What follows belongs to an exercise in optimizing a design on an open flow for small area; a production flow would make more cautious choices.
In this exercise RTL edits were held to simulation tests only and were not proved equivalent to the original.
No activity file was given, so power comes from the tool's default toggle rates.

==> design.v <==
`default_nettype none
package ohlc_pkg;
  localparam int unsigned TIME_W  = 32;
  localparam int unsigned PRICE_W = 40;
  localparam int unsigned BW_W    = 17;
  localparam int unsigned END_W   = TIME_W + 1;
  localparam logic [BW_W-1:0] BIN_WIDTH_RESET = BW_W'(3600);
  localparam int unsigned     MAX_GAP_BARS_DEF = 16;
  localparam int unsigned APB_DATA_W = 32;
  localparam int unsigned APB_ADDR_W = 2;
endpackage
`default_nettype wire
`default_nettype none
import ohlc_pkg::*;
module ohlc_bar_aggregator_top (
  input  wire logic                  clk_i,
  input  wire logic                  rst_ni,
  input  wire logic                  trade_valid_i,
  output logic                       trade_ready_o,
  input  wire logic [TIME_W-1:0]     trade_time_i,
  input  wire logic [PRICE_W-1:0]    trade_price_i,
  input  wire logic                  trade_end_of_batch_i,
  output logic                       bar_valid_o,
  input  wire logic                  bar_ready_i,
  output logic [TIME_W-1:0]          bar_time_o,
  output logic [PRICE_W-1:0]         bar_open_o,
  output logic [PRICE_W-1:0]         bar_high_o,
  output logic [PRICE_W-1:0]         bar_low_o,
  output logic [PRICE_W-1:0]         bar_close_o,
  output logic [1:0]                 bar_kind_o,
  output logic                       bar_gaps_dropped_o,
  output logic                       bar_last_result_o,
  input  wire logic                  psel,
  input  wire logic                  penable,
  input  wire logic                  pwrite,
  input  wire logic [APB_ADDR_W-1:0] paddr,
  input  wire logic [APB_DATA_W-1:0] pwdata,
  output logic [APB_DATA_W-1:0]      prdata,
  output logic                       pready
);
  localparam logic [3:0] S_IDLE = 4'd0;    
  localparam logic [3:0] S_F1   = 4'd1;    
  localparam logic [3:0] S_F2   = 4'd2;    
  localparam logic [3:0] S_FB   = 4'd3;    
  localparam logic [3:0] S_DIV0 = 4'd4;    
  localparam logic [3:0] S_DIV  = 4'd5;    
  localparam logic [3:0] S_NB1  = 4'd6;    
  localparam logic [3:0] S_SET  = 4'd7;    
  localparam logic [3:0] S_GINC = 4'd8;    
  localparam logic [3:0] S_GAP  = 4'd9;    
  localparam logic [3:0] S_PST1 = 4'd10;   
  localparam logic [3:0] S_PST2 = 4'd11;   
  localparam logic [3:0] S_U1   = 4'd12;   
  localparam logic [3:0] S_U2   = 4'd13;   
  localparam logic [3:0] S_NB2  = 4'd14;   
  localparam int unsigned GAP_W = 5;
  logic [BW_W-1:0]    bw_q;
  logic [3:0]         st_q;
  logic [3:0]         st_d;
  logic               open_q;
  logic               drop_q;
  logic               filled_q;
  logic               eob_q;
  logic [4:0]         cnt_q;
  logic               nbit_q;
  logic [GAP_W-1:0]   gcnt_q;
  logic [BW_W-1:0]    rem_q;
  logic [END_W-1:0]   e_q;
  logic [TIME_W-1:0]  t_q;
  logic [PRICE_W-1:0] p_q;
  logic [PRICE_W-1:0] o_q;
  logic [PRICE_W-1:0] h_q;
  logic [PRICE_W-1:0] l_q;
  always_ff @(posedge clk_i or negedge rst_ni) begin
    if (!rst_ni) begin
      bw_q <= BIN_WIDTH_RESET;
    end else if (psel && penable && pwrite && (paddr == 2'd0)) begin
      bw_q <= pwdata[BW_W-1:0];
    end
  end
  assign pready = 1'b1;
  assign prdata = (paddr == 2'd0) ? APB_DATA_W'(bw_q) : '0;
  logic [BW_W-1:0]    w;
  wire                beyond;
  logic [BW_W:0]      a;
  wire  [BW_W+1:0]    dsub;
  logic               fits;
  logic [BW_W-1:0]    rn;
  logic [BW_W-1:0]    s;
  logic [5:0]         q2;
  logic [GAP_W-1:0]   qn;
  logic [GAP_W:0]     g;
  logic               drop_c;
  logic [GAP_W-1:0]   shown;
  logic               sel_tw;
  logic               cmp;     
  logic               use_cf;
  logic [2:0]         scf_q;   
  logic [1:0]         wt_q;    
  logic               ok;
  logic [TIME_W-1:0]  xop;
  logic [END_W-1:0]   yop;
  wire  [END_W-1:0]   sum;
  logic               take_x;
  wire  [BW_W+2:0]    dc;      
  wire  [END_W:0]     sc;      
  wire  [PRICE_W:0]   hc;      
  wire  [PRICE_W:0]   lc;      
  wire                p_gt_h;
  wire                p_lt_l;
  always_comb begin
    w      = (bw_q == '0) ? BW_W'(1) : bw_q;
    a      = (st_q == S_PST1) ? {1'b0, rem_q} : {rem_q, nbit_q};
    sel_tw = (st_q == S_F2) || (st_q == S_GINC) || (st_q == S_PST2);
    xop    = sel_tw ? t_q : trade_time_i;
    cmp    = (st_q == S_IDLE) || (st_q == S_DIV0) || (st_q == S_DIV);
    use_cf = sel_tw || cmp;
  end
  always_comb begin
    fits   = !dsub[BW_W+1];
    rn     = fits ? dsub[BW_W-1:0] : a[BW_W-1:0];
    s      = ~dsub[BW_W-1:0];           
    q2     = {gcnt_q, fits};
    qn     = (q2 > 6'd17) ? GAP_W'(17) : q2[GAP_W-1:0];
    g      = {1'b0, gcnt_q} + {5'd0, !filled_q};
    drop_c = g > 6'd16;
    shown  = drop_c ? GAP_W'(16) : g[GAP_W-1:0];
    yop    = (st_q == S_PST2) ? END_W'(rem_q) : (sel_tw ? END_W'(w) : (cmp ? ~e_q : '0));
    take_x = ((st_q == S_NB1) && bar_ready_i) || ((st_q == S_SET) && !filled_q);
  end
  wire [BW_W+1:0] dx = {1'b0, a};
  wire [BW_W+1:0] dy = {2'b11, ~w};
  assign dc[0] = 1'b1;
  for (genvar i = 0; i < BW_W + 2; i++) begin : g_d
    assign dsub[i]  = dx[i] ^ dy[i] ^ dc[i];
    assign dc[i+1]  = (dx[i] & dy[i]) | (dx[i] & dc[i]) | (dy[i] & dc[i]);
  end
  wire [END_W-1:0] sx = {1'b0, xop};
  wire [END_W-1:0] sy = yop;
  assign sc[0] = 1'b0;
  for (genvar i = 0; i < END_W; i++) begin : g_s
    wire c = (i == 11) ? (scf_q[0] & use_cf) :
             (i == 17) ? (scf_q[1] & use_cf) :
             (i == 25) ? (scf_q[2] & use_cf) : sc[i];
    assign sum[i]   = sx[i] ^ sy[i] ^ c;
    assign sc[i+1]  = (sx[i] & sy[i]) | (sx[i] & c) | (sy[i] & c);
  end
  assign beyond = sc[END_W];
  assign hc[0] = 1'b0;
  assign lc[0] = 1'b0;
  for (genvar i = 0; i < PRICE_W; i++) begin : g_c
    assign hc[i+1] = (p_q[i] & ~h_q[i]) | (p_q[i] & hc[i]) | (~h_q[i] & hc[i]);
    assign lc[i+1] = (l_q[i] & ~p_q[i]) | (l_q[i] & lc[i]) | (~p_q[i] & lc[i]);
  end
  assign p_gt_h = hc[PRICE_W];
  assign p_lt_l = lc[PRICE_W];
  assign ok = (wt_q == 2'd3);
  always_ff @(posedge clk_i) begin
    scf_q <= {sc[25], sc[17], sc[11]};
    if ((st_d != st_q) || ((st_q == S_IDLE) && !trade_valid_i)) wt_q <= 2'd0;
    else if (!ok) wt_q <= wt_q + 2'd1;
    nbit_q <= sum[~cnt_q];
  end
  always_ff @(posedge clk_i or negedge rst_ni) begin
    if (!rst_ni) begin
      cnt_q <= '0;
    end else begin
      cnt_q <= cnt_q + 5'd1;
    end
  end
  always_comb begin
    st_d = st_q;
    case (st_q)
      S_IDLE: begin
        if (trade_valid_i && ok) begin
          if (!open_q)      st_d = S_F1;
          else if (!beyond) st_d = S_U1;
          else              st_d = S_DIV0;
        end
      end
      S_F1:   st_d = S_F2;
      S_F2:   if (ok) st_d = S_FB;
      S_FB:   if (bar_ready_i) st_d = S_IDLE;
      S_DIV0: if (cnt_q == 5'd0) st_d = S_DIV;
      S_DIV:  if (cnt_q == 5'd0) st_d = filled_q ? S_NB1 : S_SET;
      S_NB1:  if (bar_ready_i) st_d = S_SET;
      S_SET:  st_d = (shown != '0) ? S_GINC : S_PST1;
      S_GINC: if (ok) st_d = S_GAP;
      S_GAP:  if (bar_ready_i) st_d = (gcnt_q == GAP_W'(1)) ? S_PST1 : S_GINC;
      S_PST1: st_d = S_PST2;
      S_PST2: if (ok) st_d = S_U2;
      S_U1:   st_d = S_U2;
      S_U2:   st_d = eob_q ? S_NB2 : S_IDLE;
      S_NB2:  if (bar_ready_i) st_d = S_IDLE;
      default: st_d = S_IDLE;
    endcase
  end
  always_ff @(posedge clk_i or negedge rst_ni) begin
    if (!rst_ni) begin
      st_q   <= S_IDLE;
      open_q <= 1'b0;
      drop_q <= 1'b0;
    end else begin
      st_q <= st_d;
      if (st_q == S_F1) open_q <= !trade_end_of_batch_i;
      if ((st_q == S_NB2) && bar_ready_i) open_q <= 1'b0;
      if (((st_q == S_NB1) || (st_q == S_NB2)) && bar_ready_i) drop_q <= 1'b0;
      if (st_q == S_SET) drop_q <= drop_q | drop_c;
    end
  end
  always_ff @(posedge clk_i) begin
    if ((st_q == S_F2) || (st_q == S_SET)) filled_q <= 1'b0;
    if (st_q == S_U2) filled_q <= 1'b1;
    if ((st_q == S_U1) || take_x) eob_q <= trade_end_of_batch_i;
    if (st_q == S_DIV0) begin
      gcnt_q <= '0;
      rem_q  <= '0;
    end
    if (st_q == S_DIV) begin
      gcnt_q <= qn;
      rem_q  <= rn;
    end
    if (st_q == S_SET)  gcnt_q <= shown;
    if ((st_q == S_GAP) && bar_ready_i) gcnt_q <= gcnt_q - GAP_W'(1);
    if ((((st_q == S_F2) || (st_q == S_PST2)) && ok) || take_x) e_q <= sum;
    if ((st_q == S_F1) || ((st_q == S_GINC) && ok) || (st_q == S_U1)) t_q <= sum[TIME_W-1:0];
    if (st_q == S_PST1) begin
      t_q   <= e_q[TIME_W-1:0];
      rem_q <= s;
    end
    if ((st_q == S_F1) || (st_q == S_U1) || take_x) p_q <= trade_price_i;
    if ((st_q == S_F2) || take_x || ((st_q == S_U1) && !filled_q)) o_q <= p_q;
    if ((st_q == S_F2) || take_x ||
        ((st_q == S_U2) && (!filled_q || p_gt_h))) h_q <= p_q;
    if ((st_q == S_F2) || take_x ||
        ((st_q == S_U2) && (!filled_q || p_lt_l))) l_q <= p_q;
  end
  always_comb begin
    trade_ready_o      = (st_q == S_F1) || (st_q == S_U1) || take_x;
    bar_valid_o        = (st_q == S_FB) || (st_q == S_NB1) || (st_q == S_GAP) || (st_q == S_NB2);
    bar_kind_o         = (st_q == S_FB) ? 2'd0 : ((st_q == S_GAP) ? 2'd2 : 2'd1);
    bar_gaps_dropped_o = drop_q && (st_q != S_GAP);
    case (st_q)
      S_NB1:   bar_last_result_o = (gcnt_q == '0) && !trade_end_of_batch_i;
      S_GAP:   bar_last_result_o = (gcnt_q == GAP_W'(1)) && !eob_q;
      default: bar_last_result_o = 1'b1;
    endcase
    bar_time_o  = t_q;
    bar_open_o  = o_q;
    bar_high_o  = h_q;
    bar_low_o   = l_q;
    bar_close_o = (st_q == S_GAP) ? o_q : p_q;
  end
endmodule
`default_nettype wire
==> flow/run.sh <==
#!/bin/bash
set -euo pipefail
export BUFFER_PORTS_ARGS="-buffer_cell sky130_fd_sc_hd__buf_1"
export CTS_ARGS="-sink_clustering_enable -repair_clock_nets -dont_use_dummy_load -buf_list {sky130_fd_sc_hd__clkbuf_4 sky130_fd_sc_hd__clkbuf_8} -sink_clustering_size 12 -sink_clustering_max_diameter 100"
bash standard.sh > standard.log 2>&1
==> standard.sh <==
#!/bin/bash
# synth_recipe.tcl (not shown) runs the flow's synth.tcl, then flattens the netlist and writes it again
# the make line also repeats each setting of config.mk as NAME=value (left out here)
make -C /OpenROAD-flow-scripts/flow DESIGN_CONFIG=/design/flow/config.mk WORK_HOME=/design/flow/orfs CLKGATE_MAP_FILE= SYNTH_SCRIPT=/design/flow/synth_recipe.tcl "${@:-finish}"
==> config.mk <==
export PLATFORM = sky130hd
export DESIGN_NAME = ohlc_bar_aggregator_top
export DESIGN_NICKNAME = ohlc_bar_aggregator_top
export VERILOG_FILES = /design/flow/design.v
export SDC_FILE = /design/flow/constraint.sdc
export NUM_CORES = 4
export LEC_CHECK = 0
export ABC_AREA = 1
export CAP_MARGIN = 0
export CORE_MARGIN = 2
export CORE_UTILIZATION = 45
export CTS_BUF_LIST = sky130_fd_sc_hd__clkbuf_4
export PLACE_DENSITY = 0.6
export SLEW_MARGIN = 0
==> constraint.sdc <==
create_clock -name core_clock -period 10.0 [get_ports {clk_i}]
set_input_delay 2.0000 -clock core_clock [delete_from_list [all_inputs] [get_ports {clk_i}]]
set_output_delay 2.0000 -clock core_clock [all_outputs]
set_load 0.01 [all_outputs]
==> reports/metrics.yaml, run 1 <==
status: "timing/DRC/antenna clean"
finalCritPeriodShare_pct: 95.9
r2r_cells: 27
yosysTopAreaCellShare_pct: 51.4
drv_slew: 0
clock_latency_ns: 0.61
power_density_nw_per_um2: 388
ant_nets: 0
cp-start-kind: "flop"
timing.fmax_mhz: 104
synth_enable_flop_cells: 248
period_minus_slack_ns: 9.59
via_count: 11200
start_util_pct: 45.8
min_to: "h_q[39]"
crit_required_ns: 10.31
viasPerCell: 5.20
synth_ff_type: "edfxtp_1"
r2r_setup_slack_ns: 0.41
grt_pass1_vias: 11000
rsz0062_at_grt: "false"
async_flop_share_pct: 9.89
synth_xor_area_share_pct: 0.483
fin_worst_skew_ns: 0.0690
synth_compound_area_share_pct: 11.9
syn_area_um2: 14500
drc: 0
drv_cap: 0
overflow: 0
final_nets: 1925
worstMarginPinSlew_ns: 1.12
avgRoutedWirePerCell_um: 18.6
dp_slack_ns: 0.313
slew_headroom_pct: 24.9
dp_hpwl_um: 29000
numClockSinks: 283
synthCells: 1463
worst_slack_ns: 0.411
synthMuxAreaShare_pct: 0.691
hold_viol_final: 0
p_leak_nw: 6.51
synth_top_family_by_area: "simple AND/OR/NAND/NOR gates"
rows: 65
syn_area_per_cell_um2: 9.91
setup_viol: 0
ir_worst_vdd_uv: 206
ys_types: 40
place_congestion: 0.886
synthAdderAreaFrac_pct: 7.44
cts_tree: "built"
hold_path.startpoint: "p_q[39]"
ios: 345
h-tree-depth: 1
grt_pass1_wl_um: 61400
rr_startpoint: "st_q[3]"
antenna_found_initial: 1
coreArea_um2: 31600
wl_um: 40100
ys_ff_latch: 283
synth-simple-area-share_pct: 14.2
cp.arrival_ns: 9.90
drive_gt1_share_pct: 8.22
portBuffers: 313
drt_iter0_markers: 786
path_clk_slew_ns: 0.09
postCtsSetupRepairBufs: 0
ys.warnings.count: 1
yosysTopAreaCell: "edfxtp_1"
cts_inserted_buffers: 27
worstHoldPathType: "reg2reg"
clockRootBuffer: "clkbuf_8"
dieHeight_um: 183
synthTopCellsByArea: "edfxtp_1, nand2_1, fa_1, dfrtp_1, inv_1"
timing.critical_path.to_type: "flop"
grt_usage_pct: 23.7
fin_setup_tns_ns: 0
crit_type: "reg2reg"
worstPathMaxFanout: 18
grt_max_degree: 87
min_path_cells: 0
r2r_end: "rem_q[16]"
dieWidth_um: 183
seq_area_frac_synth_pct: 57.2
syn2layout_area_growth_pct: 13.3
dieArea_um2: 33700
first_pass_iters: 5
clockBufferDepth: 3
[flip-flops by register name, summed over array words and instances, names as in the netlist, 17 cells and up]
signal / cells
l_q: 40
bw_q: 17
o_q: 40
rem_q: 17
h_q: 40
p_q: 40
t_q: 32
e_q: 33
[cell families (layout without fill, tap and decap cells)]
logic type / Yosys count / after routing
buffers and inverters: 295 / 569
other: 2 / 17
AND/OR/NAND/NOR: 530 / 530
AO/OA/AOI/OAI: 277 / 277
flip-flops: 283 / 283
XOR/XNOR: 8 / 8
adder cells (fa/ha/maj): 58 / 58
multiplexers: 10 / 10
[layout make-up]
class | count | area [um2]
repair buffers | 327 | 1280
fillers | 2932 | 15200
well taps | 402 | 503
flip-flops and latches | 283 | 8300
diodes | 1 | 2.50
clock buffers | 27 | 372
inverters | 215 | 821
multi-input cells | 899 | 5140
[critical path, cell delays in order, from the launching register on]
cell and delay [ns]:
dfrtp_2 0.42, inv_2 0.04, nor2_1 0.11, inv_2 0.09
nor2_4 0.17, o21ai_1 0.10, ha_1 0.23, fa_1 0.46
fa_1 0.46, fa_1 0.46, fa_1 0.47, fa_1 0.48
fa_1 0.47, fa_1 0.47, fa_1 0.47, fa_1 0.48
fa_1 0.47, fa_1 0.48, fa_1 0.47, fa_1 0.47
fa_1 0.46, fa_1 0.45, fa_1 0.42, inv_1 0.06
a21oi_1 0.04, bufinv_8 0.27, nand2_1 0.07, a32o_1 0.25
[cells in the mapped netlist, types with 10 or more instances]
cell type,n
o21ai_1,36
buf_4,16
o21ai_0,81
a22o_1,33
fa_1,47
inv_2,85
nand2_1,385
inv_1,128
nor2_1,109
mux2i_1,10
ha_1,11
edfxtp_1,248
nand3_1,18
a32o_1,18
clkbuf_1,60
a21oi_1,45
dfrtp_1,24
o22ai_1,43
[per-layer routing]
layer | up-vias | track usage [%] | share of wire, %
met5 | - | 0 | 0
met4 | 0 | 6.75 | 2.6
met3 | 59 | 6.72 | 9.5
met2 | 466 | 40.9 | 48
met1 | 5255 | 28.9 | 40
li1 | 5424 | - | -
[timing repair]
item	in CTS	in global routing
gates resized for setup	0	6
hold buffers	0	0
endpoints found under the setup margin	0	18
[per-stage QoR]
step                hold WS, ns  area (um2)  cells  util, %  total power (W)
floorplan                 0.440       14500   1477        -          0.00462
global placement          0.446       16000   2126     50.6          0.00571
detailed placement        0.465       16000   2126     50.6          0.00576
CTS                       0.445       16400   2153     51.8          0.00641
global route              0.473       16400   2154     51.9          0.00693
finish                    0.467       16400   2154     51.9          0.00636
[how the worst max path moves through the flow]
| stage | from | endpoint | slack [ns] |
|---|---|---|---|
| 3_5_place_dp | st_q[1] | rem_q[16] | 0.31 |
| 3_3_place_gp | st_q[1] | rem_q[16] | 0.36 |
| 5_1_grt | st_q[3] | rem_q[16] | 0.008 |
| 4_1_cts | st_q[3] | rem_q[16] | 0.24 |
| 2_1_floorplan | st_q[1] | rem_q[1] | 0.10 |
| 6_report | st_q[3] | rem_q[16] | 0.41 |
[power breakdown]
group	internal, W	switching, W	leakage, nW
clock	0.000240	0.000387	0.194
combinational	0.00116	0.00221	3.66
sequential	0.00207	0.000295	2.66
total	0.00346	0.00290	6.51
[layout by cell type (no fill, tap or decap), types with 3 or more instances in the layout]
cell type,count
a21oi_1,45
a22o_1,33
a22oi_1,3
a32o_1,18
buf_1,312
buf_4,14
clkbuf_8,27
conb_1,16
dfrtp_1,22
dfstp_2,4
dfxtp_1,7
edfxtp_1,248
fa_1,47
ha_1,11
inv_1,128
inv_2,84
mux2i_1,10
nand2_1,382
nand2_2,3
nand3_1,18
nand4_1,3
nor2_1,105
nor2_4,3
nor3_1,5
nor4_1,6
o2111ai_1,4
o211ai_1,3
o21ai_0,79
o21ai_1,36
o221ai_1,3
o22ai_1,43
xor2_1,8
==> inputs of run 2 (changes only) <==
--- a/flow/run.sh
+++ b/flow/run.sh
@@ -2,2 +2,6 @@
 set -euo pipefail
+rm -rf scripts_abc
+cp -r "$FLOW_HOME/scripts" scripts_abc
+cp flow/abc_area.script scripts_abc/abc_area.script
+export SCRIPTS_DIR="$PWD/scripts_abc"
 export BUFFER_PORTS_ARGS="-buffer_cell sky130_fd_sc_hd__buf_1"
==> flow/abc_area.script (new file) <==
&get -n
&st
&dch
&nf -a
&put
==> reports/metrics.yaml, run 2 <==
ios: 345
place_congestion: 0.883
syn2layout_area_growth_pct: 15.4
worstHoldPathType: "reg2reg"
drc: 0
seq_area_frac_synth_pct: 59.6
grt_pass1_wl_um: 58300
drv_cap: 0
drt_iter0_markers: 843
clock_latency_ns: 0.58
wl_um: 37400
dieArea_um2: 32400
crit_required_ns: 10.40
timing.critical_path.to_type: "flop"
avgRoutedWirePerCell_um: 19.6
ys_ff_latch: 283
synthCells: 1165
rows: 64
ys_types: 53
timing.fmax_mhz: 105
synthTopCellsByArea: "edfxtp_1, nand2_1, fa_1, dfrtp_1, o21ai_0"
p_leak_nw: 5.80
first_pass_iters: 5
start_util_pct: 45.6
syn_area_um2: 13900
path_clk_slew_ns: 0.09
synth_ff_type: "edfxtp_1"
worstMarginPinSlew_ns: 1.00
grt_max_degree: 77
ant_nets: 0
status: "timing/DRC/antenna clean"
synth_common_cells: "nand2_1, edfxtp_1, nor2_1, o21ai_0, clkinv_1"
clockBufferDepth: 3
drive_gt1_share_pct: 4.64
dp_hpwl_um: 26200
worstPathMaxFanout: 17
drv_slew: 0
clockRootBuffer: "clkbuf_8"
rr_startpoint: "st_q[1]"
setup_viol: 0
final_nets: 1681
synth.most_common_cell: "nand2_1"
crit_type: "reg2reg"
dieHeight_um: 180
fin_worst_skew_ns: 0.0388
p_total_w: 0.00619
worstSetupStartpoint: "st_q[1]"
cp-start-kind: "flop"
finalCritPeriodShare_pct: 95.7
fillers: 2790
period_minus_slack_ns: 9.57
fin_setup_tns_ns: 0
min_path_cells: 0
mostFrequentLayoutCell: "buf_1"
via_count: 10400
viasPerCell: 5.46
syn_area_per_cell_um2: 11.9
ys.warnings.count: 1
yosysTopAreaCell: "edfxtp_1"
hold_viol_final: 0
power_density_nw_per_um2: 386
cts_inserted_buffers: 27
cts_tree: "built"
coreArea_um2: 30500
slew_headroom_pct: 32.4
synth_enable_flop_cells: 248
numClockSinks: 283
h-tree-depth: 1
grt_usage_pct: 22.7
r2r_cells: 25
cp.arrival_ns: 9.97
hold_path.startpoint: "p_q[23]"
mostFrequentLayoutCells: "buf_1, nand2_1, edfxtp_1, nor2_1, o21ai_0"
ir_worst_vdd_uv: 215
grt_pass1_vias: 10200
overflow: 0
portBuffers: 313
antenna_found_initial: 3
cts_hold_buf: 0
yosysTopAreaCellShare_pct: 53.5
dieWidth_um: 180
rsz0062_at_grt: "false"
async_flop_share_pct: 9.89
==> run 2: area by class of cell <==
type,count,area (um2),share of cell area (%)
inverters,57,214,1.33
well taps,396,495,3.09
diodes,4,10.0,0.0623
multi-input cells,807,5350,33.3
flip-flops and latches,283,8290,51.7
repair buffers,333,1330,8.26
clock buffers,27,372,2.31
==> run 2: routing by layer <==
metal  global-route usage, %  vias to the layer above  share of wire [%]
met5                       0                        -                  0
met4                    6.21                        0                2.2
met3                    4.76                       51                7.2
met2                    36.7                      361                 48
met1                    31.3                     5102                 43
li1                        -                     4901                  -
==> run 2: logic make-up after synthesis <==
family / synth area share [%]
other: 0.0540
buffers and inverters: 2.83
adders and majority gates: 7.75
AOI/OAI and AO/OA: 10.9
xor gates and xnor gates: 0.755
muxes: 4.67
and+or+nand+nor: 13.4
DFF: 59.6
==> run 2: worst paths after layout <==
path	end	slack, ns
worst min-delay path	o_q[23]	0.50
worst min register to register	o_q[23]	0.50
worst max register to register	gcnt_q[0]	0.43
min in group asynchronous	bw_q[15]	1.53
max in group asynchronous	st_q[2]	7.88
worst max-delay path	gcnt_q[0]	0.43
==> run 2: through the flow <==
step                      hold slack (ns)  util [%]  setup slack (ns)  cell area [um2]  instances
after floorplan                     0.472         -            0.0965            14000       1179
after global placement              0.485      51.4             0.447            15700       1876
after detailed placement            0.493      51.4             0.421            15700       1876
after CTS                           0.482      52.6             0.337            16000       1903
after global routing                0.510      52.6            0.0178            16100       1905
final                               0.501      52.6             0.435            16100       1907
==> run 2: power breakdown <==
group,switching (W),leakage (nW),internal (W)
Combinational,0.00203,2.91,0.00116
Clock,0.000372,0.194,0.000240
Sequential,0.000309,2.70,0.00208
==> run 2: worst max-delay path, stage by stage (launching register included) <==
cell and delay, ns:
dfrtp_1 0.46, buf_4 0.18, nor2b_1 0.30, nand2_2 0.14, mux2i_1 0.18, fa_1 0.44
fa_1 0.46, fa_1 0.46, fa_1 0.46, fa_1 0.47, fa_1 0.49, fa_1 0.49
fa_1 0.46, fa_1 0.47, fa_1 0.47, fa_1 0.48, fa_1 0.47, fa_1 0.47
fa_1 0.46, fa_1 0.46, fa_1 0.44, and2_0 0.17, buf_4 0.22, a21oi_1 0.15
a31oi_1 0.05, o21ai_0 0.10
==> run 2: repair_timing <==
action,CTS,global route
endpoints found under the setup margin,0,2
setup buffers,0,0
gates resized for setup,0,2
==> inputs of run 3 (changes only) <==
==> flow/abc_area.script (replaced) <==
strash
dch
map -a
==> reports/metrics.yaml, run 3 <==
syn2layout_area_growth_pct: 15.2
dieArea_um2: 32200
overflow: 0
net-switching-power_w: 0.00278
p_clk_share_pct: 10.1
dieHeight_um: 179
worst_slack_ns: 0.515
yosysTopAreaCell: "edfxtp_1"
ys_types: 40
r2r_setup_slack_ns: 0.51
drv_slew: 0
fin_worst_skew_ns: 0.0541
period_minus_slack_ns: 9.49
drt_iter0_markers: 684
power_density_nw_per_um2: 386
post_cts_resized: 0
timing.critical_path.to_type: "flop"
crit_family: "adder cells"
synthTopCellsByArea: "edfxtp_1, nand2_1, fa_1, dfrtp_1, o21ai_0"
synthCells: 1278
dp_slack_ns: 0.539
viasPerCell: 5.44
cp-start-kind: "flop"
p_int_w: 0.00338
grt_pass1_vias: 10900
slowest_delay_ns: 0.48
avgRoutedWirePerCell_um: 19.1
start_util_pct: 45.5
clock_latency_ns: 0.60
synth_common_cells: "nand2_1, edfxtp_1, clkinv_1, nor2_1, o21ai_0"
crit_end: "rem_q[8]"
p_comb_share_pct: 51.8
numClockSinks: 283
h-tree-depth: 1
syn_area_um2: 13900
worstSetupStartpoint: "st_q[3]"
min_path_cells: 2
seq_area_frac_synth_pct: 59.8
clockRootBuffer: "clkbuf_8"
pwr-share-seq_pct: 38.2
path_clk_slew_ns: 0.09
portBuffers: 313
syn_area_per_cell_um2: 10.8
finalCritPeriodShare_pct: 94.9
drv_cap: 0
drc: 0
crit_type: "reg2reg"
r2r_cells: 27
fin_setup_tns_ns: 0
path_buf_inv: 4
final-seq-area_um2: 8290
crit_cells: 27
slew_headroom_pct: 26.3
dp_hpwl_um: 27400
cp.arrival_ns: 9.80
ir_worst_vdd_uv: 145
crit_path_top_delay_cell: "fa_1"
dieWidth_um: 179
ys.warnings.count: 1
setup_viol: 0
clockBufferDepth: 3
synth_ff_type: "edfxtp_1"
coreArea_um2: 30400
drive_gt1_share_pct: 4.59
mostFrequentLayoutCells: "buf_1, nand2_1, edfxtp_1, clkinv_1, nor2_1"
timing.fmax_mhz: 105
hold_viol_final: 0
fillers: 2796
antenna_found_initial: 1
multi_input_area_um2: 4980
worstMarginPinSlew_ns: 1.10
place_congestion: 0.880
via_count: 10900
final_nets: 1787
mostFrequentLayoutCell: "buf_1"
grt_usage_pct: 23.3
rsz0062_at_grt: "false"
crit_required_ns: 10.31
worstPathMaxFanout: 18
synth.most_common_cell: "nand2_1"
ios: 345
grt_max_degree: 87
p_leak_nw: 5.49
rr_startpoint: "st_q[3]"
swShare_pct: 45.1
synth_enable_flop_cells: 248
first_pass_iters: 5
postCtsSetupRepairBufs: 0
yosysTopAreaCellShare_pct: 53.7
ant_nets: 0
worstHoldPathType: "reg2reg"
cts_inserted_buffers: 27
rows: 64
r2r_end: "rem_q[8]"
wl_um: 38400
grt_pass1_wl_um: 59900
crit_top_cell: "fa_1"
cts_tree: "built"
cts_hold_buf: 0
ys_ff_latch: 283
status: "timing/DRC/antenna clean"
async_flop_share_pct: 9.89
-- run 3: cell types whose count changed in the layout (fill, tap and decap cells not counted), sizes merged, moves of 25 or more --
cell,previous run,this run
nand2b,25,0
o21ai,66,119
nor2,70,121
a22o,26,1
mux2,28,0
clkinv,57,143
a22oi,2,27
-- run 3: power groups by stage --
stage | Sequential, W | Combinational (W) | Clock, W
after floorplan | 0.00243 | 0.00202 | 0
after detailed placement | 0.00237 | 0.00321 | 0
after global placement | 0.00236 | 0.00316 | 0
after CTS | 0.00235 | 0.00323 | 0.000637
final | 0.00235 | 0.00319 | 0.000619
after global routing | 0.00240 | 0.00360 | 0.000681
-- run 3: cell type report --
class                           instances  area share (%)
Timing Repair Buffer                  326            7.98
Tap cell                              396            3.10
Antenna cell                            1          0.0157
Clock buffer                           27            2.33
Sequential cell                       283            51.9
Multi-Input combinational cell        834            31.2
Inverter                              143            3.42
-- run 3: worst min-delay path by stage --
stage	from	endpoint	slack, ns
2_1_floorplan	wt_q[1]	wt_q[1]	0.44
3_3_place_gp	wt_q[1]	wt_q[1]	0.45
3_5_place_dp	wt_q[1]	wt_q[1]	0.46
4_1_cts	p_q[39]	o_q[39]	0.45
5_1_grt	p_q[39]	o_q[39]	0.47
6_report	wt_q[1]	wt_q[1]	0.47
-- run 3: worst min-delay path: cells and delay by family, from the launching register on --
kind	cells	cell delay, ns
AO/OA/AOI/OAI	1	0.05
flip-flops	1	0.32
AND/OR/NAND/NOR	1	0.05
-- run 3: kinds of logic (layout without fill, tap and decap cells) --
| kind of cell | count (synthesis) | count (layout) | share of synthesized area [%] |
|---|---|---|---|
| XOR/XNOR | 7 | 7 | 0.442 |
| buffers and inverters | 175 | 496 | 5.17 |
| flip-flops | 283 | 283 | 59.8 |
| other | 2 | 17 | 0.0542 |
| adder cells (fa/ha/maj) | 59 | 59 | 7.85 |
| AO/OA/AOI/OAI | 314 | 314 | 14.2 |
| AND/OR/NAND/NOR | 435 | 435 | 12.2 |
| multiplexers | 3 | 3 | 0.217 |
-- run 3: through the flow --
step	std cells	utilization (%)	area, um2	total power, W	hold WS [ns]
after floorplan	1292	-	13900	0.00445	0.440
after global placement	1982	51.2	15600	0.00552	0.446
after detailed placement	1982	51.2	15600	0.00557	0.458
after CTS	2009	52.5	16000	0.00621	0.451
after global routing	2009	52.5	16000	0.00669	0.466
final	2010	52.5	16000	0.00616	0.466
-- run 3: metal layers --
metal | global-route usage (%) | wire length [um] | vias up | share of wire, %
met5 | 0 | 0 | - | 0
met4 | 8.26 | 1350 | 0 | 3.5
met3 | 6.16 | 3580 | 82 | 9.3
met1 | 29.8 | 15300 | 5184 | 40
met2 | 38.4 | 18200 | 480 | 47
li1 | - | - | 5188 | -
==> inputs of run 4 (changes only) <==
==> flow/run.sh (replaced) <==
#!/bin/bash
set -euo pipefail
rm -rf scripts_abc
cp -r "$FLOW_HOME/scripts" scripts_abc
cp flow/abc_area.script scripts_abc/abc_area.script
export SCRIPTS_DIR="$PWD/scripts_abc"
export BUFFER_PORTS_ARGS="-buffer_cell sky130_fd_sc_hd__buf_1"
export CTS_ARGS="-sink_clustering_enable -repair_clock_nets -dont_use_dummy_load -buf_list {sky130_fd_sc_hd__clkbuf_8} -sink_clustering_size 14 -sink_clustering_max_diameter 110"
bash standard.sh > standard.log 2>&1
==> reports/metrics.yaml, run 4 <==
worstPathMaxFanout: 18
r2r_cells: 27
layout.cells.non_filler: 2007
syn_area_per_cell_um2: 10.8
path_clk_slew_ns: 0.10
setup_viol: 0
rows: 64
fin_worst_skew_ns: 0.0495
dieHeight_um: 179
ios: 345
timing.fmax_mhz: 105
synthCells: 1278
p_comb_share_pct: 52.1
grt_max_degree: 87
viasPerCell: 5.43
first_pass_iters: 5
grt_pass1_vias: 10800
drv_cap: 0
drt-met1-wl_um: 15400
synth.most_common_cell: "nand2_1"
fillers: 2812
crit_type: "reg2reg"
p_leak_nw: 5.47
dieArea_um2: 32200
ant_nets: 0
synthTopCellsByArea: "edfxtp_1, nand2_1, fa_1, dfrtp_1, o21ai_0"
drive_gt1_share_pct: 4.41
wl_met3_um: 3290
cts_hold_buf: 0
period_minus_slack_ns: 9.50
rsz0062_at_grt: "false"
multi_input_area_um2: 4980
wl_met2_um: 18200
cp-start-kind: "flop"
ys_types: 40
clockRootBuffer: "clkbuf_8"
syn2layout_area_growth_pct: 14.9
overflow: 0
p_clk_share_pct: 9.6
pwr-share-seq_pct: 38.4
dp_hpwl_um: 27400
h-tree-depth: 1
cp.arrival_ns: 9.80
numClockSinks: 283
power_density_nw_per_um2: 385
timing.critical_path.to_type: "flop"
grt_pass1_wl_um: 59800
net-switching-power_w: 0.00277
async_flop_share_pct: 9.89
wl_um: 38300
postCtsSetupRepairBufs: 0
slew_headroom_pct: 25.9
mostFrequentLayoutCells: "buf_1, nand2_1, edfxtp_1, clkinv_1, nor2_1"
crit_end: "rem_q[1]"
ir_worst_vdd_uv: 161
avgRoutedWirePerCell_um: 19.1
cts_inserted_buffers: 24
drv_slew: 0
dp.cells: 1982
portBuffers: 313
syn_area_um2: 13900
r2r_setup_slack_ns: 0.50
crit_required_ns: 10.30
clockBufferDepth: 3
rr_startpoint: "st_q[3]"
dieWidth_um: 179
finalCritPeriodShare_pct: 95.0
cts_tree: "built"
final-seq-area_um2: 8290
place_congestion: 0.880
top_layer: "met4"
synth_ff_type: "edfxtp_1"
start_util_pct: 45.5
final_nets: 1784
yosysTopAreaCellShare_pct: 53.7
status: "timing/DRC/antenna clean"
swShare_pct: 45.2
worstHoldPathType: "reg2reg"
post_cts_resized: 0
mostFrequentLayoutCell: "buf_1"
drt_iter0_markers: 726
yosysTopAreaCell: "edfxtp_1"
synth_common_cells: "nand2_1, edfxtp_1, clkinv_1, nor2_1, o21ai_0"
hold_viol_final: 0
r2r_end: "rem_q[1]"
worstSetupStartpoint: "st_q[3]"
seq_area_frac_synth_pct: 59.8
synth_enable_flop_cells: 248
ys_ff_latch: 283
via_count: 10900
coreArea_um2: 30400
ys.warnings.count: 1
worstMarginPinSlew_ns: 1.11
p_int_w: 0.00335
fin_setup_tns_ns: 0
antenna_found_initial: 1
grt_usage_pct: 23.3
clock_latency_ns: 0.58
drc: 0
run 4: cell counts after synthesis:
No cell type changed its count.
run 4: cell type report:
| class | count | share of cell area [%] |
|---|---|---|
| flip-flops and latches | 283 | 52.1 |
| multi-input cells | 834 | 31.3 |
| clock buffers | 24 | 2.07 |
| well taps | 396 | 3.11 |
| repair buffers | 326 | 8.00 |
| inverters | 143 | 3.43 |
| diodes | 1 | 0.0157 |
run 4: kinds of logic (layout without fill, tap and decap cells):
kind of cell / count (synthesis) / after routing / share of synthesized area, %
xor gates and xnor gates: 7 / 7 / 0.442
and+or+nand+nor: 435 / 435 / 12.2
AOI/OAI and AO/OA: 314 / 314 / 14.2
muxes: 3 / 3 / 0.217
buffers and inverters: 175 / 493 / 5.17
adders and majority gates: 59 / 59 / 7.85
DFF: 283 / 283 / 59.8
other: 2 / 17 / 0.0542
run 4: worst min-delay path by stage:
stage	to	cells after the start	slack, ns	startpoint
global route	wt_q[1]	2	0.50	wt_q[1]
detailed placement	wt_q[1]	2	0.46	wt_q[1]
CTS	wt_q[1]	2	0.47	wt_q[1]
global placement	wt_q[1]	2	0.45	wt_q[1]
floorplan	wt_q[1]	2	0.44	wt_q[1]
finish	wt_q[1]	2	0.47	wt_q[1]
run 4: through the flow:
| step | total power (W) | instance area, um2 | hold slack (ns) | util, % | worst slack, ns |
|---|---|---|---|---|---|
| final | 0.00613 | 15900 | 0.469 | 52.3 | 0.497 |
| after global placement | 0.00552 | 15600 | 0.446 | 51.2 | 0.658 |
| after global routing | 0.00665 | 15900 | 0.500 | 52.3 | 0.0552 |
| after CTS | 0.00618 | 15900 | 0.472 | 52.3 | 0.465 |
| after detailed placement | 0.00557 | 15600 | 0.458 | 51.2 | 0.539 |
| after floorplan | 0.00445 | 13900 | 0.440 | - | 0.0470 |
run 4: power by group through the flow:
| stage | Sequential [W] | Clock [W] | Combinational [W] |
|---|---|---|---|
| after floorplan | 0.00243 | 0 | 0.00202 |
| after global placement | 0.00236 | 0 | 0.00316 |
| after detailed placement | 0.00237 | 0 | 0.00321 |
| after CTS | 0.00235 | 0.000609 | 0.00322 |
| after global routing | 0.00240 | 0.000647 | 0.00360 |
| final | 0.00235 | 0.000587 | 0.00319 |
run 4: worst max-delay path, stage by stage, from the launching register on:
cell	delay [ns]
dfrtp_1	0.43
clkinv_1	0.12
nor2_1	0.14
clkinv_2	0.14
nor2_4	0.26
o21ai_2	0.10
ha_2	0.19
fa_1	0.46
fa_2	0.41
fa_1	0.46
fa_1	0.46
fa_1	0.46
fa_1	0.46
fa_2	0.41
fa_2	0.40
fa_1	0.46
fa_1	0.47
fa_1	0.46
fa_1	0.48
fa_1	0.48
fa_1	0.48
fa_1	0.48
fa_1	0.43
clkinv_1	0.06
a21oi_2	0.05
clkinv_4	0.18
nand2_1	0.08
a32o_1	0.22
run 4: routing by layer:
metal  up-vias  global-route usage, %
met5         -                      0
met4         0                   8.16
met3        70                   5.71
met2       455                   38.5
met1      5189                   30.0
li1       5175                      -
==> inputs of run 5 (changes only) <==
==> flow/run.sh (replaced) <==
#!/bin/bash
set -euo pipefail
export BUFFER_PORTS_ARGS="-buffer_cell sky130_fd_sc_hd__buf_1"
export CTS_ARGS="-sink_clustering_enable -repair_clock_nets -dont_use_dummy_load -buf_list {sky130_fd_sc_hd__clkbuf_8} -sink_clustering_size 16 -sink_clustering_max_diameter 120"
bash standard.sh > standard.log 2>&1
removed: flow/abc_area.script
==> reports/metrics.yaml, run 5 <==
avgRoutedWirePerCell_um: 18.6
timing.critical_path.to_type: "flop"
clockBufferDepth: 3
drc: 0
dieHeight_um: 183
numClockSinks: 283
wl_um: 40100
dieArea_um2: 33700
rsz0062_at_grt: "false"
slowest_delay_ns: 0.48
seq_area_frac_synth_pct: 57.2
cp.arrival_ns: 9.88
synth_enable_flop_cells: 248
portBuffers: 313
synthCells: 1463
setup_viol: 0
dieWidth_um: 183
crit_top_cell: "fa_1"
clockRootBuffer: "clkbuf_8"
hold_viol_final: 0
synth_ff_type: "edfxtp_1"
finalCritPeriodShare_pct: 95.7
syn2layout_area_growth_pct: 12.6
mostFrequentLayoutCells: "nand2_1, buf_1, edfxtp_1, inv_1, nor2_1"
cp-start-kind: "flop"
overflow: 0
via_count: 11100
synth_common_cells: "nand2_1, edfxtp_1, inv_1, nor2_1, inv_2"
ys.warnings.count: 1
cts_inserted_buffers: 21
fillers: 2933
power_density_nw_per_um2: 385
drive_gt1_share_pct: 7.85
rows: 65
yosysTopAreaCell: "edfxtp_1"
fin_setup_tns_ns: 0
synth.most_common_cell: "nand2_1"
ir_worst_vdd_uv: 184
synthTopCellsByArea: "edfxtp_1, nand2_1, fa_1, dfrtp_1, inv_1"
status: "timing/DRC/antenna clean"
fin_worst_skew_ns: 0.0323
worstPathMaxFanout: 18
slew_headroom_pct: 23.9
ant_nets: 0
ys_ff_latch: 283
grt_pass1_vias: 10900
h-tree-depth: 1
period_minus_slack_ns: 9.57
p_leak_nw: 6.47
cts_tree: "built"
multi_input_area_um2: 5130
dp_hpwl_um: 29000
final_nets: 1919
grt_usage_pct: 23.7
drv_slew: 0
yosysTopAreaCellShare_pct: 51.4
worstMarginPinSlew_ns: 1.14
syn_area_um2: 14500
antenna_found_initial: 1
start_util_pct: 45.8
grt_pass1_wl_um: 61400
timing.fmax_mhz: 105
first_pass_iters: 5
final-seq-area_um2: 8290
mostFrequentLayoutCell: "nand2_1"
fin_util_pct: 51.6
crit_required_ns: 10.31
worstHoldPathType: "reg2reg"
viasPerCell: 5.16
async_flop_share_pct: 9.89
coreArea_um2: 31600
ys_types: 40
path_clk_slew_ns: 0.11
crit_path_top_delay_cell: "fa_1"
place_congestion: 0.886
drv_cap: 0
grt_max_degree: 87
clock_latency_ns: 0.57
drt_iter0_markers: 794
crit_type: "reg2reg"
ios: 345
syn_area_per_cell_um2: 9.91
cts_hold_buf: 0
-- run 5: cell types whose count changed after synthesis, sizes merged, moves of 21 or more --
cell    change
a221oi     -21
clkinv    -141
a22oi      -24
clkbuf     +60
nand2     +104
a22o       +32
inv       +213
-- run 5: critical path: cells and delay by family (launching register included) --
kind | cells | cell delay, ns
buffers and inverters | 4 | 0.47
AOI/OAI and AO/OA | 3 | 0.39
DFF | 1 | 0.46
and+or+nand+nor | 3 | 0.36
adders and majority gates | 17 | 7.67
-- run 5: layout make-up --
class / instances / area share [%]
clock buffer: 21 / 1.77
sequential: 283 / 50.8
inverter: 215 / 5.03
multi-input combinational: 899 / 31.5
tap: 402 / 3.08
antenna: 1 / 0.0153
timing repair buffer: 327 / 7.85
-- run 5: path summary, 6_finish.rpt --
| check | from | end | slack (ns) | cells after the start |
|---|---|---|---|---|
| max | st_q[3] | rem_q[16] | 0.43 | 27 |
| min | wt_q[1] | wt_q[1] | 0.48 | 2 |
| max reg2reg | st_q[3] | rem_q[16] | 0.43 | 27 |
| min reg2reg | wt_q[1] | wt_q[1] | 0.48 | 2 |
| max in group asynchronous | rst_ni | st_q[1] | 7.81 | 1 |
| min in group asynchronous | rst_ni | cnt_q[1] | 1.55 | 1 |
-- run 5: per-layer routing --
layer | GRT usage (%) | up-vias | share of wire, %
li1 | - | 5412 | -
met1 | 29.1 | 5223 | 40
met2 | 41.1 | 407 | 48
met3 | 6.72 | 52 | 9.1
met4 | 5.86 | 0 | 2.3
met5 | 0 | - | 0
-- run 5: timing repair --
item / in CTS / in global routing
setup endpoints to repair: 0 / 18
buffers inserted: 0 / 0
resized for setup: 0 / 4
-- run 5: metrics by stage --
| step | instance area, um2 | setup WS, ns | total power (W) | std cells | hold WS, ns |
|---|---|---|---|---|---|
| 2_1_floorplan | 14500 | 0.103 | 0.00462 | 1477 | 0.440 |
| 3_3_place_gp | 16000 | 0.364 | 0.00571 | 2126 | 0.446 |
| 3_5_place_dp | 16000 | 0.313 | 0.00576 | 2126 | 0.465 |
| 4_1_cts | 16300 | 0.260 | 0.00635 | 2147 | 0.482 |
| 5_1_grt | 16300 | 0.000473 | 0.00687 | 2148 | 0.519 |
| 6_report | 16300 | 0.432 | 0.00629 | 2148 | 0.479 |
-- run 5: report_power, final --
part | internal [W] | switching [W]
Combinational | 0.00116 | 0.00221
Clock | 0.000190 | 0.000371
Sequential | 0.00206 | 0.000295
-- run 5: kinds of logic (layout without fill, tap and decap cells) --
family / count (synthesis) / in the layout / synth area share (%)
AOI/OAI and AO/OA: 277 / 277 / 11.9
and+or+nand+nor: 530 / 530 / 14.2
adders and majority gates: 58 / 58 / 7.44
muxes: 10 / 10 / 0.691
DFF: 283 / 283 / 57.2
xor gates and xnor gates: 8 / 8 / 0.483
other: 2 / 17 / 0.0518
buffers and inverters: 295 / 563 / 8.05

[what the ideal ports hide]
How much do the figures lean on ideal ports? The routed layouts below were timed once more, with nothing changed but the port constraints.
Step 1: set_driving_cell puts a clkbuf_16 on clk_i and a buf_2 on each other input, an assumption about the parent block.
Step 2, shift: input delay + t, output delay - t, t = (earliest + latest rising clock arrival at the registers) / 2. This alone moves slack from input paths to output paths.
Three values: no drivers, after step 1, after step 2; two values: the first two.
run	shift t [ns]	slack for setup (ns)	clock arrival spread, ns
run 1	0.623	0.411 / 0.411 / 0.411	0.071 / 0.071
run 2	0.605	0.435 / 0.435 / 0.435	0.039 / 0.039
run 3	0.617	0.515 / 0.515 / 0.515	0.054 / 0.055
run 4	0.597	0.497 / 0.497 / 0.497	0.050 / 0.050
run 5	0.598	0.432 / 0.432 / 0.432	0.033 / 0.032
After both steps setup and hold are still met in every run listed.
